This is an optimization exercise on Yosys and OpenROAD, whose aim is small area, a short achievable clock period and few clock cycles per item, not a production implementation.
In this exercise RTL edits were held to simulation tests only and were not proved equivalent to the original.
Power is estimated from default activity; no workload was simulated.

==> flow/design.v <==
module atomik_delta_accumulator_mc #(
   parameter int DATA_WIDTH    = 64,
   parameter int NUM_CHANNELS  = 4,
   parameter int HISTORY_DEPTH = 8
) (
   input  logic                    clk,
   input  logic                    rst,
   input  logic                    cmd_valid,
   output logic                    cmd_ready,
   input  logic [1:0]              cmd_op,
   input  logic [((NUM_CHANNELS > 1) ? $clog2(NUM_CHANNELS) : 1)-1:0] cmd_ch,
   input  logic [DATA_WIDTH-1:0]   cmd_data,
   output logic                    rsp_valid,
   output logic [((NUM_CHANNELS > 1) ? $clog2(NUM_CHANNELS) : 1)-1:0] rsp_ch,
   output logic [DATA_WIDTH-1:0]   rsp_data,
   output logic                    rsp_zero,
   output logic                    rsp_err,
   output logic [NUM_CHANNELS-1:0] acc_zero
);
   localparam int DW   = DATA_WIDTH;
   localparam int NC   = NUM_CHANNELS;
   localparam int HD   = HISTORY_DEPTH;
   localparam int NS   = HD + 1;                     
   localparam int CH_W = (NC > 1) ? $clog2(NC) : 1;
   localparam logic [1:0] OP_LOAD     = 2'd0;
   localparam logic [1:0] OP_ACCUM    = 2'd1;
   localparam logic [1:0] OP_READ     = 2'd2;
   localparam logic [1:0] OP_ROLLBACK = 2'd3;
   assign cmd_ready = ~rst;
   logic [NC-1:0]   w_hit;
   logic            w_v;
   logic            w_load, w_accum, w_rb;
   logic [DW-1:0]   w_d;
   assign w_v     = cmd_valid & ~rst;
   assign w_load  = (cmd_op == OP_LOAD);
   assign w_accum = (cmd_op == OP_ACCUM);
   assign w_rb    = (cmd_op == OP_ROLLBACK);
   assign w_d     = cmd_data;
   always_comb begin
      for (int c = 0; c < NC; c++) w_hit[c] = cmd_valid & (int'(cmd_ch) == c);
   end
   logic [15:0] w_n_th;
   logic [15:0] w_n_oh;
   always_comb begin
      for (int m = 0; m < 16; m++) begin
         w_n_th[m] = (int'(w_d[3:0]) >= m);
         w_n_oh[m] = (int'(w_d[3:0]) == m);
      end
   end
   logic [DW-1:0] w_init [NC];
   logic [NC-1:0] w_zinit;
   logic [DW-1:0] w_acc  [NC];
   logic [NC-1:0] w_err;
   generate
      for (genvar c = 0; c < NC; c++) begin : g_ch
         logic [DW-1:0] r_init;
         logic          r_zinit;               
         logic [DW-1:0] r_slot [NS];
         logic [NS-1:0] r_ptr;                 
         logic [HD:1]   r_cnt;                 
         logic          r_bz;                  
         logic [NS-1:0] r_bptr;                
         logic          w_lt;                  
         logic [NS-1:0] w_ptr_n;               
         logic          w_pz;                  
         logic [DW-1:0] w_rd;
         logic [DW-1:0] w_wd;
         logic [NS-1:0] w_ptr_inc;
         logic          w_acc_hit, w_load_hit, w_rb_hit;
         logic [NS-1:0] w_ptr_rb;
         logic [HD:1]   w_cnt_rb;
         assign w_pz = ~|r_ptr;
         always_comb begin
            w_rd = '0;
            for (int j = 0; j < NS; j++) w_rd = w_rd | (r_slot[j] & {DW{r_ptr[j]}});
         end
         assign w_acc_hit  = w_hit[c] & w_accum;
         assign w_load_hit = w_hit[c] & w_load;
         assign w_rb_hit   = w_hit[c] & w_rb;
         assign w_wd      = w_rd ^ w_d;
         assign w_ptr_inc = {r_ptr[NS-2:0], r_ptr[NS-1] | w_pz};
         always_ff @(posedge clk) begin
            for (int j = 0; j < NS; j++) begin
               if (w_acc_hit && w_ptr_inc[j]) r_slot[j] <= w_wd;
            end
         end
         always_comb begin
            w_lt = 1'b0;
            for (int m = 0; m < HD; m++) w_lt = w_lt | (w_n_oh[m] & r_cnt[m+1]);
            for (int j = 0; j < NS; j++) begin
               w_ptr_n[j] = 1'b0;
               for (int m = 0; m < HD; m++) w_ptr_n[j] = w_ptr_n[j] | (r_ptr[(j + m) % NS] & w_n_oh[m]);
            end
            w_ptr_rb = w_lt ? w_ptr_n : (r_bz ? '0 : r_bptr);
            for (int m = 1; m <= HD; m++) begin
               w_cnt_rb[m] = 1'b0;
               for (int j = 0; j + m <= HD; j++) w_cnt_rb[m] = w_cnt_rb[m] | (w_n_oh[j] & r_cnt[m + j]);
            end
         end
         assign w_err[c]  = w_n_th[HD+1] | |(w_n_th[HD:1] & ~r_cnt);
         always_ff @(posedge clk) begin
            if (w_load_hit) r_init <= w_d;
         end
         always_ff @(posedge clk) begin
            if (rst) begin
               r_zinit <= 1'b1;
               r_ptr   <= '0;
               r_cnt   <= '0;
               r_bz    <= 1'b1;
            end else if (w_load_hit) begin
               r_zinit <= 1'b0;
               r_ptr   <= '0;
               r_cnt   <= '0;
               r_bz    <= 1'b1;
            end else if (w_acc_hit) begin
               r_ptr <= w_ptr_inc;
               r_cnt <= {r_cnt[HD-1:1], 1'b1};
               if (r_cnt[HD]) begin
                  r_bz   <= 1'b0;
                  r_bptr <= {w_ptr_inc[NS-2:0], w_ptr_inc[NS-1]};
               end
            end else if (w_rb_hit) begin
               r_ptr <= w_ptr_rb;
               r_cnt <= w_cnt_rb;
            end
         end
         assign w_init[c]  = r_init;
         assign w_zinit[c] = r_zinit;
         assign w_acc[c]   = w_rd;
      end
   endgenerate
   logic            r2_v;
   logic [NC-1:0]   r2_hit;
   logic [CH_W-1:0] r2_ch;
   logic            r2_err;
   always_ff @(posedge clk) begin
      r2_v   <= w_v;
      r2_hit <= w_hit;
      r2_ch  <= cmd_ch;
      r2_err <= w_rb & |(w_hit & w_err);
   end
   logic [DW-1:0]   w_sel_init;
   logic [DW-1:0]   w_sel_acc;
   always_comb begin
      w_sel_init = '0;
      w_sel_acc  = '0;
      for (int c = 0; c < NC; c++) begin
         w_sel_init = w_sel_init | (w_init[c] & {DW{r2_hit[c] & ~w_zinit[c]}});
         w_sel_acc  = w_sel_acc  | (w_acc[c] & {DW{r2_hit[c]}});
      end
   end
   logic            r3_v;
   logic [NC-1:0]   r3_hit;
   logic [CH_W-1:0] r3_ch;
   logic            r3_err;
   logic [DW-1:0]   r3_init;
   logic [DW-1:0]   r3_acc;
   always_ff @(posedge clk) begin
      r3_v    <= r2_v & ~rst;
      r3_hit  <= r2_hit;
      r3_ch   <= r2_ch;
      r3_err  <= r2_err;
      r3_init <= w_sel_init;
      r3_acc  <= w_sel_acc;
   end
   logic            r_rsp_valid;
   logic [CH_W-1:0] r_rsp_ch;
   logic [DW-1:0]   r_rsp_data;
   logic            r_rsp_zero;
   logic            r_rsp_err;
   logic [NC-1:0]   r_acc_zero;
   logic            w_r3_zero;
   assign w_r3_zero = (r3_acc == '0);
   always_ff @(posedge clk) begin
      r_rsp_valid <= r3_v & ~rst;
      r_rsp_ch    <= r3_ch;
      r_rsp_data  <= r3_init ^ r3_acc;
      r_rsp_zero  <= w_r3_zero;
      r_rsp_err   <= r3_err;
      for (int c = 0; c < NC; c++) begin
         if (rst)                    r_acc_zero[c] <= 1'b1;
         else if (r3_v && r3_hit[c]) r_acc_zero[c] <= w_r3_zero;
      end
   end
   assign rsp_valid = r_rsp_valid;
   assign rsp_ch    = r_rsp_ch;
   assign rsp_data  = r_rsp_data;
   assign rsp_zero  = r_rsp_zero;
   assign rsp_err   = r_rsp_err;
   assign acc_zero  = r_acc_zero;
endmodule
==> flow/flow/run.sh <==
#!/bin/bash
# Layout flow: the standard flow (standard.sh, unchanged), with the port buffers that
# global placement inserts on every input and output made sky130_fd_sc_hd__buf_4 instead of
# the buffer_ports default choice (a clkdlybuf4s delay cell). ORFS's full output goes to
# standard.log in this folder.
set -euo pipefail
bash standard.sh "BUFFER_PORTS_ARGS=-buffer_cell sky130_fd_sc_hd__buf_4" finish > standard.log 2>&1
==> flow/standard.sh <==
#!/bin/bash
# synth_recipe.tcl (not shown) runs the flow's synth.tcl, then flattens the netlist and writes it again
# the make line also repeats each setting of config.mk as NAME=value (left out here)
make -C /OpenROAD-flow-scripts/flow DESIGN_CONFIG=/design/flow/config.mk WORK_HOME=/design/flow/orfs CLKGATE_MAP_FILE= SYNTH_SCRIPT=/design/flow/synth_recipe.tcl "${@:-finish}"
==> flow/config.mk <==
export PLATFORM = sky130hd
export DESIGN_NAME = atomik_delta_accumulator_mc
export DESIGN_NICKNAME = atomik_delta_accumulator_mc
export VERILOG_FILES = /design/flow/design.v
export SDC_FILE = /design/flow/constraint.sdc
export NUM_CORES = 4
export LEC_CHECK = 0
export CAP_MARGIN = 20
export CORE_MARGIN = 2
export CORE_UTILIZATION = 55
export CTS_CLUSTER_DIAMETER = 100
export CTS_CLUSTER_SIZE = 28
export SETUP_SLACK_MARGIN = 2.8
export SLEW_MARGIN = 20
==> flow/constraint.sdc <==
create_clock -name core_clock -period 5.0 [get_ports {clk}]
set_input_delay 1.0000 -clock core_clock [delete_from_list [all_inputs] [get_ports {clk}]]
set_output_delay 1.0000 -clock core_clock [all_outputs]
set_load 0.01 [all_outputs]
==> flow_summary.ini, run 1 <==
[finish]
fin_area_sq_mm = 0.1234
nNetsFinal = 6369
final_layout_size_suffix_gt1_share_pct = 24.46
area_growth_pct = 16.73

[timing]
setup_viol = 0
skew_ns = 0.03431
timing.hold.ws_ns = 0.3336
tightest_slew_ns = 1.153
grt_setup_unrepaired = true
slew_viol_final = 0
fin_crit_ns = 2.414
maxSlewHeadroom_pct = 23.05
clock.fmax_ghz = 0.4143
finalHoldViolCount = 0
setup-tns-final_ns = 0
min_period_over_period_pct = 48.28

[yosys]
synth-simple-area-share_pct = 3.242
syn_inst = 5947
synth_top_family_by_area = compound AO/OA/AOI/OAI gates
synth_compound_area_share_pct = 11.85
synthMuxAreaShare_pct = 1.371
syn_nets = 6018
synth_area_sq_mm = 0.1057
yosys_warnings = 7
synth.distinct_cells = 73
synth_seq_cells = 2889
synth-xor-area-share_pct = 2.651
synth_top_flop_cell = edfxtp_1
synth_edf_count = 2596
yosysSeqAreaShare_pct = 79.27
synth-adder-area-share_pct = 0
async_flop_share_pct = 0
synth.avg_cell_area_sq_um = 17.78

[clocking]
htree_levels = 3
tritoncts = built
cts.clk_slew.worst_paths_ns = 0.11
clk_latency_ns = 0.83
max-clock-path-buffers = 3
clock-sinks = 2889
cts_made_buffers = 113
root_buffer = clkbuf_16
cts_hold_buf = 0

[setup_path]
crit_family = compound AO/OA/AOI/OAI gates
crit_arrival_ns = 3.09
crit_top_cell = buf_12
worstPathRequired_ns = 5.67
crit_path_end_kind = flip-flop
worstSetupPathType = flip-flop to flip-flop
cp_cell_sequence = buf_12, buf_12, buf_8, a22o_1, a221oi_2, nand3_4, a22oi_2, o211ai_1
crit_path_max_fanout = 7
crit_buf_inv = 3
slowest_delay_ns = 0.59
critical_path.slowest_cell = a22oi_2
cp-start-kind = flip-flop

[worst_hold_path]
hold_class = flip-flop to flip-flop

[flow_run]
drv_cap = 0

[routing]
drcViolationCount = 0
avgRoutedWirePerCell_microns = 41.62
wl_microns = 370100
viasPerCell = 7.146
drtIter0Drc = 11650
first_pass_iters = 10
vias = 63540
ant_nets = 0

[global_route]
grt_pass1_wl_microns = 494000
track_usage_pct = 36.79
grt_pass1_vias = 58560
antenna_found_initial = 23
grt-ovfl-total = 0
grt_max_degree = 67

[floorplanning]
fp.coreArea_sq_mm = 0.1906
die_w_microns = 442.5
die_area_sq_mm = 0.1958
fp.dieH_microns = 442.5
num_io_pins = 145
start_util_pct = 55.48
row_count = 160

[placed_design]
dp_hpwl_microns = 197400
place_congestion = 0.9298
place_area_sq_mm = 0.1100
portBuffers = 144

[status]
status = no timing/DRC/antenna violations

[power]
ir_drop_uv = 403.4
fin_total_pwr_mw = 39.47
leakage_nw = 40.81
power.density_mw_per_mm2 = 319.8
cells in the final DEF (no fill, tap or decap), types with 123 or more instances in the layout:
cell | synthesis | layout
a221oi_1 | 264 | 185
a222oi_1 | 262 | 262
a22o_1 | 240 | 240
a22oi_1 | 555 | 476
buf_4 | 5 | 314
buf_6 | 5 | 123
dfxtp_1 | 293 | 183
edfxtp_1 | 2596 | 2596
nand2_1 | 195 | 190
nand3_1 | 277 | 145
nand3_2 | 0 | 131
xor2_2 | 0 | 131
per-stage QoR:
step	util, %	worst slack (ns)	instances
finish	64.77	2.586	8892
global route	64.76	2.565	8884
CTS	63.18	2.573	8760
detailed placement	57.73	1.329	8327
global placement	57.72	1.352	8324
floorplan	-	1.919	5947
where the power goes:
part / total (mW) / switching (mW) / internal, mW
Clock: 11.5 / 7.12 / 4.42
Sequential: 26.5 / 0.0637 / 26.4
Combinational: 1.48 / 1.12 / 0.364
sequential cells by signal, summed over array words and instances (netlist names), 2 cells and up:
| name | count |
|---|---|
| r3_init | 64 |
| g_ch.r_cnt | 32 |
| r3_acc | 64 |
| g_ch.r_zinit | 4 |
| g_ch.r_bz | 4 |
| r_rsp_ch | 2 |
| r2_hit | 4 |
| r_rsp_data | 64 |
| g_ch.r_ptr | 36 |
| r_acc_zero | 4 |
| r3_hit | 4 |
| r3_ch | 2 |
| g_ch.r_init | 256 |
| r2_ch | 2 |
| g_ch.r_slot | 2304 |
| g_ch.r_bptr | 36 |
final cells by class:
class                      instances  area (sq um)
sequential                      2889         84080
timing repair buffer             600          7221
antenna                           11         27.53
tap                             2511          3142
fill                           13070         67150
multi-input combinational       2682         25670
inverter                          12         65.06
clock inverter                     8         86.33
clock buffer                     179          3139
worst paths after layout:
path | to | cells past startpoint | from | slack (ns)
setup / recovery | r3_acc[35] | 8 | g_ch[0].r_ptr[1] | 2.59
hold / removal | r3_ch[1] | 0 | r2_ch[1] | 0.33
setup reg to reg | r3_acc[35] | 8 | g_ch[0].r_ptr[1] | 2.59
hold reg to reg | r3_ch[1] | 0 | r2_ch[1] | 0.33
synth_stat cells (4+ instances only):
| cell type | n | area (sq um) |
|---|---|---|
| mux4_2 | 22 | 495.5 |
| o211ai_1 | 21 | 157.7 |
| xor2_1 | 289 | 2531 |
| nor3_1 | 12 | 60.06 |
| o21ai_0 | 22 | 110.1 |
| a222oi_1 | 262 | 2623 |
| a311o_1 | 13 | 130.1 |
| nand2_1 | 195 | 732.0 |
| clkbuf_1 | 314 | 1179 |
| nand2b_1 | 9 | 56.30 |
| nor3b_1 | 8 | 60.06 |
| buf_1 | 56 | 210.2 |
| a221oi_1 | 264 | 2312 |
| nor2_1 | 63 | 236.5 |
| a21o_1 | 5 | 37.54 |
| a221o_1 | 12 | 120.1 |
| mux2i_1 | 65 | 650.6 |
| nor2b_1 | 30 | 187.7 |
| xnor2_1 | 31 | 271.5 |
| buf_6 | 5 | 56.30 |
| nor3_2 | 4 | 40.04 |
| and2_1 | 40 | 250.2 |
| a22oi_1 | 555 | 4167 |
| a2111oi_0 | 5 | 43.79 |
| nor4_1 | 26 | 162.7 |
| inv_1 | 10 | 37.54 |
| a22o_1 | 240 | 2102 |
| o22ai_1 | 14 | 87.58 |
| a21oi_1 | 42 | 210.2 |
| buf_2 | 31 | 155.2 |
| edfxtp_1 | 2596 | 77950 |
| buf_4 | 5 | 37.54 |
| a32oi_1 | 10 | 87.58 |
| nand4_1 | 7 | 43.79 |
| dfxtp_1 | 293 | 5866 |
| mux2_2 | 27 | 304.0 |
| nand3_1 | 277 | 1386 |
what timing repair did:
action,in CTS,in global routing
setup buffers,203,99
cloned,43,22
pin swaps,141,171
endpoints found under the setup margin,4876,2200
resized for setup,692,280
cells by family after synthesis:
logic type                after synthesis
muxes                                 114
AOI/OAI and AO/OA                    1505
buffers and inverters                 425
DFF                                  2889
xor gates and xnor gates              320
and+or+nand+nor                       694
layer usage:
| layer | part of all wire, % | routed length [microns] | track usage, % | up-vias |
|---|---|---|---|---|
| met2 | 44 | 162200 | 53.17 | 4517 |
| met3 | 13 | 47480 | 8.682 | 605 |
| met5 | 0.0035 | 13 | 0 | - |
| li1 | - | - | - | 25250 |
| met1 | 36 | 134900 | 51.41 | 33170 |
| met4 | 6.9 | 25460 | 21.60 | 2 |
Testbench counts, summed over its fixed seeds: cycles 4,824, commands 4,800.
==> run 2, diff against run 1 <==
--- a/flow/config.mk
+++ b/flow/config.mk
@@ -9,6 +9,6 @@
 export CORE_MARGIN = 2
-export CORE_UTILIZATION = 55
+export CORE_UTILIZATION = 60
 export CTS_CLUSTER_DIAMETER = 100
 export CTS_CLUSTER_SIZE = 28
-export SETUP_SLACK_MARGIN = 2.8
+export SETUP_SLACK_MARGIN = 2.75
 export SLEW_MARGIN = 20
==> run 2 against run 1 <==
Critical path depth is 3 lower. Via count is 0.23% lower. Non-clock buffer count is 42 lower. Global-route usage is 2.3 points higher. Worst hold slack better by 0.0020 ns. Clock power hardly changed. Critical endpoint is now r3_acc[23].
==> flow_summary.ini, run 2 <==
[clocking]
clock-sinks = 2889
max-clock-path-buffers = 3
clk_latency_ns = 0.85
cts.clk_slew.worst_paths_ns = 0.11
htree_levels = 3
cts_hold_buf = 0
cts_made_buffers = 113
tritoncts = built
root_buffer = clkbuf_16

[timing]
min_period_over_period_pct = 49.91
maxSlewHeadroom_pct = 15.85
clock.fmax_ghz = 0.4007
tightest_slew_ns = 1.257
timing.hold.ws_ns = 0.3355
finalHoldViolCount = 0
grt_setup_unrepaired = true
slew_viol_final = 0
setup_viol = 0
setup-tns-final_ns = 0
fin_crit_ns = 2.496
skew_ns = 0.05091

[yosys]
synth_compound_area_share_pct = 11.85
synth_area_leaders = edfxtp_1 (74%), dfxtp_1 (5.5%), a22oi_1 (3.9%)
synth_seq_cells = 2889
synth-xor-area-share_pct = 2.651
async_flop_share_pct = 0
yosysTopAreaCellShare_pct = 73.72
yosysSeqAreaShare_pct = 79.27
synth_top_flop_cell = edfxtp_1
synth.avg_cell_area_sq_um = 17.78
syn_nets = 6018
synth_top_family_by_area = compound AO/OA/AOI/OAI gates
synthMuxAreaShare_pct = 1.371
synth.most_common_cell = edfxtp_1
synth_common_cells = edfxtp_1 (2,596), a22oi_1 (555), clkbuf_1 (314), dfxtp_1 (293), xor2_1 (289)
synth-simple-area-share_pct = 3.242
synth.distinct_cells = 73
syn_inst = 5947
synth-adder-area-share_pct = 0
synth_area_sq_mm = 0.1057
yosys_warnings = 7
synth_edf_count = 2596
yosys.area.top_type = edfxtp_1

[floorplanning]
num_io_pins = 145
die_w_microns = 423.8
row_count = 154
die_area_sq_mm = 0.1796
fp.coreArea_sq_mm = 0.1755
start_util_pct = 60.24
fp.dieH_microns = 423.8

[power]
power.density_mw_per_mm2 = 323.6
leakage_nw = 40.05
fin_total_pwr_mw = 39.34
ir_drop_uv = 406.7

[finish]
top_regs = g_ch.r_slot x2304, g_ch.r_init x256
fin_area_sq_mm = 0.1216
largest_reg_flops = 2304
layout_common_cells = edfxtp_1 (2,596), a22oi_1 (480), buf_4 (299)
area_growth_pct = 14.97
nNetsFinal = 6314
final_common_cell = edfxtp_1
regMostFlops = g_ch.r_slot
final_layout_size_suffix_gt1_share_pct = 22.74

[setup_path]
crit_arrival_ns = 3.10
crit_path_max_fanout = 6
worstSetupPathType = flip-flop to flip-flop
worstPathRequired_ns = 5.61
crit_path_end_kind = flip-flop
cp-start-kind = flip-flop

[routing]
viasPerCell = 7.312
avgRoutedWirePerCell_microns = 41.89
drcViolationCount = 0
drtIter0Drc = 11280
vias = 63400
wl_microns = 363200
ant_nets = 0
first_pass_iters = 8

[placed_design]
place_area_sq_mm = 0.1098
portBuffers = 144
place_congestion = 0.9298
dp_hpwl_microns = 195500

[global_route]
grt_pass1_wl_microns = 478700
grt_pass1_vias = 57360
grt-ovfl-total = 0
antenna_found_initial = 33
grt_max_degree = 67
track_usage_pct = 39.09

[status]
status = no timing/DRC/antenna violations

[flow_run]
drv_cap = 0

[worst_hold_path]
hold_class = flip-flop to flip-flop
run 2: cell counts after synthesis:
No cell type changed its count.
run 2: critical path, cell delays in order, from the launching register on:
cell	delay [ns]
dfxtp_4	0.46
buf_6	0.16
a222oi_1	0.35
nand3_2	0.27
a22oi_2	0.60
o211ai_1	0.42
run 2: through the flow:
stage,std cells,setup WS (ns),utilization (%)
finish,8670,2.504,69.26
global route,8661,2.497,69.25
CTS,8499,2.504,67.43
detailed placement,8161,1.291,62.58
global placement,8158,1.283,62.56
floorplan,5947,1.919,-
run 2: path summary, 6_finish.rpt:
check,start,endpoint,slack [ns],cells after the start
worst max-delay path,g_ch[0].r_ptr[3],r3_acc[23],2.50,5
worst min-delay path,r3_ch[1],r_rsp_ch[1],0.34,0
worst max register to register,g_ch[0].r_ptr[3],r3_acc[23],2.50,5
worst min register to register,r3_ch[1],r_rsp_ch[1],0.34,0
run 2: report_power, final:
group,internal [mW],switching [mW]
clock network,4.35,7.09
logic,0.342,1.11
registers,26.4,0.0574
total,31.1,8.26
run 2: timing repair:
item / CTS / global route
pin swaps: 82 / 114
gates cloned: 19 / 25
buffers inserted: 129 / 134
endpoints found under the setup margin: 4287 / 2723
gates resized for setup: 583 / 264
run 2: final cells by class:
type                            count  area (sq um)
Inverter                           12         63.81
Timing Repair inverter              1         5.005
Fill cell                       11360         53960
Timing Repair Buffer              558          6543
Sequential cell                  2889         84060
Clock buffer                      182          3118
Clock inverter                      8         96.34
Multi-Input combinational cell   2668         24730
Tap cell                         2340          2928
Antenna cell                       12         30.03
run 2: cells by family after synthesis:
group / Yosys count
AOI/OAI and AO/OA: 1505
xor gates and xnor gates: 320
buffers and inverters: 425
DFF: 2889
muxes: 114
and+or+nand+nor: 694
run 2: metal layers:
metal  GRT usage (%)  vias to the layer above  routed length [microns]
li1                -                    25100                        -
met1           55.17                    33020                   128400
met2           56.15                     4613                   160500
met3           10.61                      648                    50730
met4           20.74                       12                    23470
met5               0                        -                       80
==> run 3, diff against run 2 <==
--- a/flow/config.mk
+++ b/flow/config.mk
@@ -9,6 +9,6 @@
 export CORE_MARGIN = 2
-export CORE_UTILIZATION = 60
-export CTS_CLUSTER_DIAMETER = 100
-export CTS_CLUSTER_SIZE = 28
-export SETUP_SLACK_MARGIN = 2.75
+export CORE_UTILIZATION = 50
+export CTS_CLUSTER_DIAMETER = 90
+export CTS_CLUSTER_SIZE = 26
+export SETUP_SLACK_MARGIN = 2.7
 export SLEW_MARGIN = 20
==> run 3 against run 2 <==
Clock skew is 0.0089 ns lower. Routed wire length is 4.5% lower. Still clean on timing, DRC and antenna. Highest routed layer unchanged. Clock power rose by 14%. Clock-buffer cell count is 16 higher. Critical path depth is 1 higher. Utilization is 11 points lower. Global-route usage fell by 7.9 points. Synthesized cell count unchanged. Final cell count rose by 4.6%. Cell area hardly changed. Worst hold slack lost 0.015 ns. Worst setup slack better by 0.080 ns.
==> flow_summary.ini, run 3 <==
[power]
power.density_mw_per_mm2 = 335.7
pwr-share-clk_pct = 31.8
leakage_nw = 39.65
fin_total_pwr_mw = 40.83
p_switching_mw = 8.627
p_comb_share_pct = 3.4
ir_drop_uv = 411.5
swShare_pct = 21.13
intPower_mw = 32.20
pwr-share-seq_pct = 64.8

[timing]
fin_crit_ns = 2.415
finalHoldViolCount = 0
timing.hold.ws_ns = 0.3210
maxSlewHeadroom_pct = 30.82
grt_setup_unrepaired = true
slew_viol_final = 0
skew_ns = 0.04198
tightest_slew_ns = 1.037
clock.fmax_ghz = 0.4140
setup-tns-final_ns = 0
min_period_over_period_pct = 48.31
setup_viol = 0

[global_route]
grt_pass1_wl_microns = 469900
grt_max_degree = 68
grt_pass1_vias = 57840
antenna_found_initial = 32
grt-ovfl-total = 0
track_usage_pct = 31.16

[setup_path]
crit_path_end_kind = flip-flop
worstSetupPathType = input pin to flip-flop
crit_arrival_ns = 2.91
ff2ff_path_depth = 6
cp-start-kind = input pin
rr_startpoint = r3_acc[51]
worstPathRequired_ns = 5.50
r2r-end = r_acc_zero[3]
crit_path_max_fanout = 40
rrSetupSlack_ns = 2.60

[clocking]
clock-sinks = 2889
cts.clk_slew.worst_paths_ns = 0.10
clk_latency_ns = 0.84
root_buffer = clkbuf_16
max-clock-path-buffers = 3
cts_hold_buf = 0
tritoncts = built
cts_made_buffers = 135
htree_levels = 4

[finish]
regMostFlops = g_ch.r_slot
area_growth_pct = 15.02
nNetsFinal = 6236
top_regs = g_ch.r_slot x2304, g_ch.r_init x256
largest_reg_flops = 2304
layout_common_cells = edfxtp_1 (2,596), a22oi_1 (497), a222oi_1 (262)
nFillCells = 15510
final_common_cell = edfxtp_1
final_layout_size_suffix_gt1_share_pct = 20.73
fin_util_pct = 57.92

[placed_design]
dp_hpwl_microns = 192700
place_congestion = 0.8868
portBuffers = 144

[flow_run]
drv_cap = 0

[routing]
drcViolationCount = 0
drtIter0Drc = 10780
first_pass_iters = 9
wl_microns = 346900
viasPerCell = 6.877
avgRoutedWirePerCell_microns = 38.26
ant_nets = 0
vias = 62350

[floorplanning]
fp.coreArea_sq_mm = 0.2100
num_io_pins = 145
start_util_pct = 50.36
row_count = 168
die_w_microns = 463.9
fp.dieH_microns = 463.9
die_area_sq_mm = 0.2152

[yosys]
synth.most_common_cell = edfxtp_1
yosys.area.top_type = edfxtp_1
synth_seq_cells = 2889
syn_nets = 6018
async_flop_share_pct = 0
synth_edf_count = 2596
yosys_warnings = 7
synth_area_sq_mm = 0.1057
synth.distinct_cells = 73
yosysTopAreaCellShare_pct = 73.72
yosysSeqAreaShare_pct = 79.27
synth.avg_cell_area_sq_um = 17.78
syn_inst = 5947
synth_top_flop_cell = edfxtp_1
synth_common_cells = edfxtp_1 (2,596), a22oi_1 (555), clkbuf_1 (314), dfxtp_1 (293), xor2_1 (289)
synth_area_leaders = edfxtp_1 (74%), dfxtp_1 (5.5%), a22oi_1 (3.9%)

[worst_hold_path]
hold_class = flip-flop to flip-flop
hp-start = r3_err
whs_endpoint = r_rsp_err
holdPathStages = 0

[status]
status = no timing/DRC/antenna violations
[run 3: cell count changes in the layout (fill, tap and decap cells not counted), moves of 17 or more]
cell       previous run  this run
a221oi_2             46        12
a22oi_2              75        58
nand3_2             107        86
clkbuf_16           121       146
a221oi_1            211       243
buf_6               115        98
a22oi_1             480       497
xor2_1               84       107
xor2_2              136       105
buf_4               299       238
nand3_1             170       191
[run 3: routing by layer]
layer	vias up	wire, microns	GRT usage, %
met3	484	41210	6.820
met5	-	40	0
met1	32760	135000	45.52
li1	25000	-	-
met2	4103	157600	46.78
met4	6	13030	10.15
[run 3: worst max-delay path: stages]
cell and delay, ns:
buf_4 0.19, nand2b_4 0.21, nor3_4 0.12, buf_4 0.35
and2_4 0.57, buf_12 0.33
[run 3: power by group through the flow]
stage / clock network [mW] / registers (mW) / logic [mW]
2_1_floorplan: 0 / 27.0 / 0.506
3_3_place_gp: 0 / 27.0 / 1.09
3_5_place_dp: 0 / 27.0 / 1.12
4_1_cts: 13.1 / 26.5 / 1.28
5_1_grt: 13.9 / 26.5 / 1.43
6_report: 13.0 / 26.5 / 1.38
[run 3: worst max-delay path by stage]
stage / depth (start not counted) / slack, ns / end / start
5_1_grt: 6 / 2.61 / r3_acc[55] / g_ch[0].r_ptr[0]
3_5_place_dp: 5 / 1.32 / g_ch[1].r_slot[3][9] / cmd_ch[1]
2_1_floorplan: 5 / 1.92 / g_ch[3].r_bptr[0] / cmd_op[1]
4_1_cts: 5 / 2.49 / g_ch[3].r_slot[6][0] / g_ch[3].r_ptr[0]
6_report: 6 / 2.58 / g_ch[2].r_slot[8][52] / cmd_ch[0]
3_3_place_gp: 5 / 1.39 / g_ch[1].r_slot[3][28] / cmd_ch[1]
[run 3: kinds of logic (layout without fill, tap and decap cells)]
family | count (synthesis) | count (layout) | share of synthesized area, %
AO/OA/AOI/OAI | 1505 | 1505 | 11.85
XOR/XNOR | 320 | 322 | 2.651
buffers and inverters | 425 | 702 | 1.615
flip-flops | 2889 | 2889 | 79.27
multiplexers | 114 | 114 | 1.371
other | 0 | 10 | 0
AND/OR/NAND/NOR | 694 | 720 | 3.242
[run 3: final cells by class]
type	count	area [sq um]	area share [%]
flip-flops and latches	2889	84070	69.12
multi-input cells	2661	24310	19.98
repair buffers	465	5550	4.564
clock buffers	198	3784	3.111
well taps	2805	3510	2.886
clock inverters	26	312.8	0.2572
inverters	12	62.56	0.05144
diodes	10	25.02	0.02057
repair inverters	1	5.005	0.004115
[run 3: timing repair]
item                                    CTS  global route
setup endpoints to repair              3967          1867
pin swaps                                39            62
resized for setup                       514           216
buffers inserted                         87            90
gates cloned                             25            11
endpoints found under the hold margin     0             0
[run 3: per-stage QoR]
stage	setup slack, ns	area [sq um]	cells
CTS	2.495	119000	8956
global route	2.612	121600	9062
global placement	1.386	110600	8620
detailed placement	1.325	110600	8620
finish	2.585	121600	9067
floorplan	1.919	106000	5947

==> separate check: timing with driven ports <==
No port has a modelled driver above. Below, the same layouts with a new extraction and two added sets of constraints.
Step 1, drivers: a clkbuf_16 drives clk and a buf_2 each remaining input, both assumed.
Step 2 also shifts input and output timing later by t, the mid clock arrival at the registers, as if the neighbouring blocks saw the same clock.
Three values: ideal, step 1, step 2; two values: the first two.
run	t (ns)	setup WS [ns]	hold slack, ns	worst setup path at the end	worst register clock-pin slew, ns
run 1	0.901	2.586 / 2.518 / 1.734	0.334 / 0.334 / 0.334	input to register	0.12 / 0.12
run 2	0.913	2.504 / 2.471 / 1.731	0.336 / 0.336 / 0.336	input to register	0.12 / 0.12
run 3	0.911	2.585 / 2.594 / 1.722	0.321 / 0.321 / 0.321	input to register	0.11 / 0.11
After both steps setup and hold are still met in every run listed. The setup slack of run 3, which loses most, moves by +0.009 ns with the drivers and by -0.863 ns with both steps.
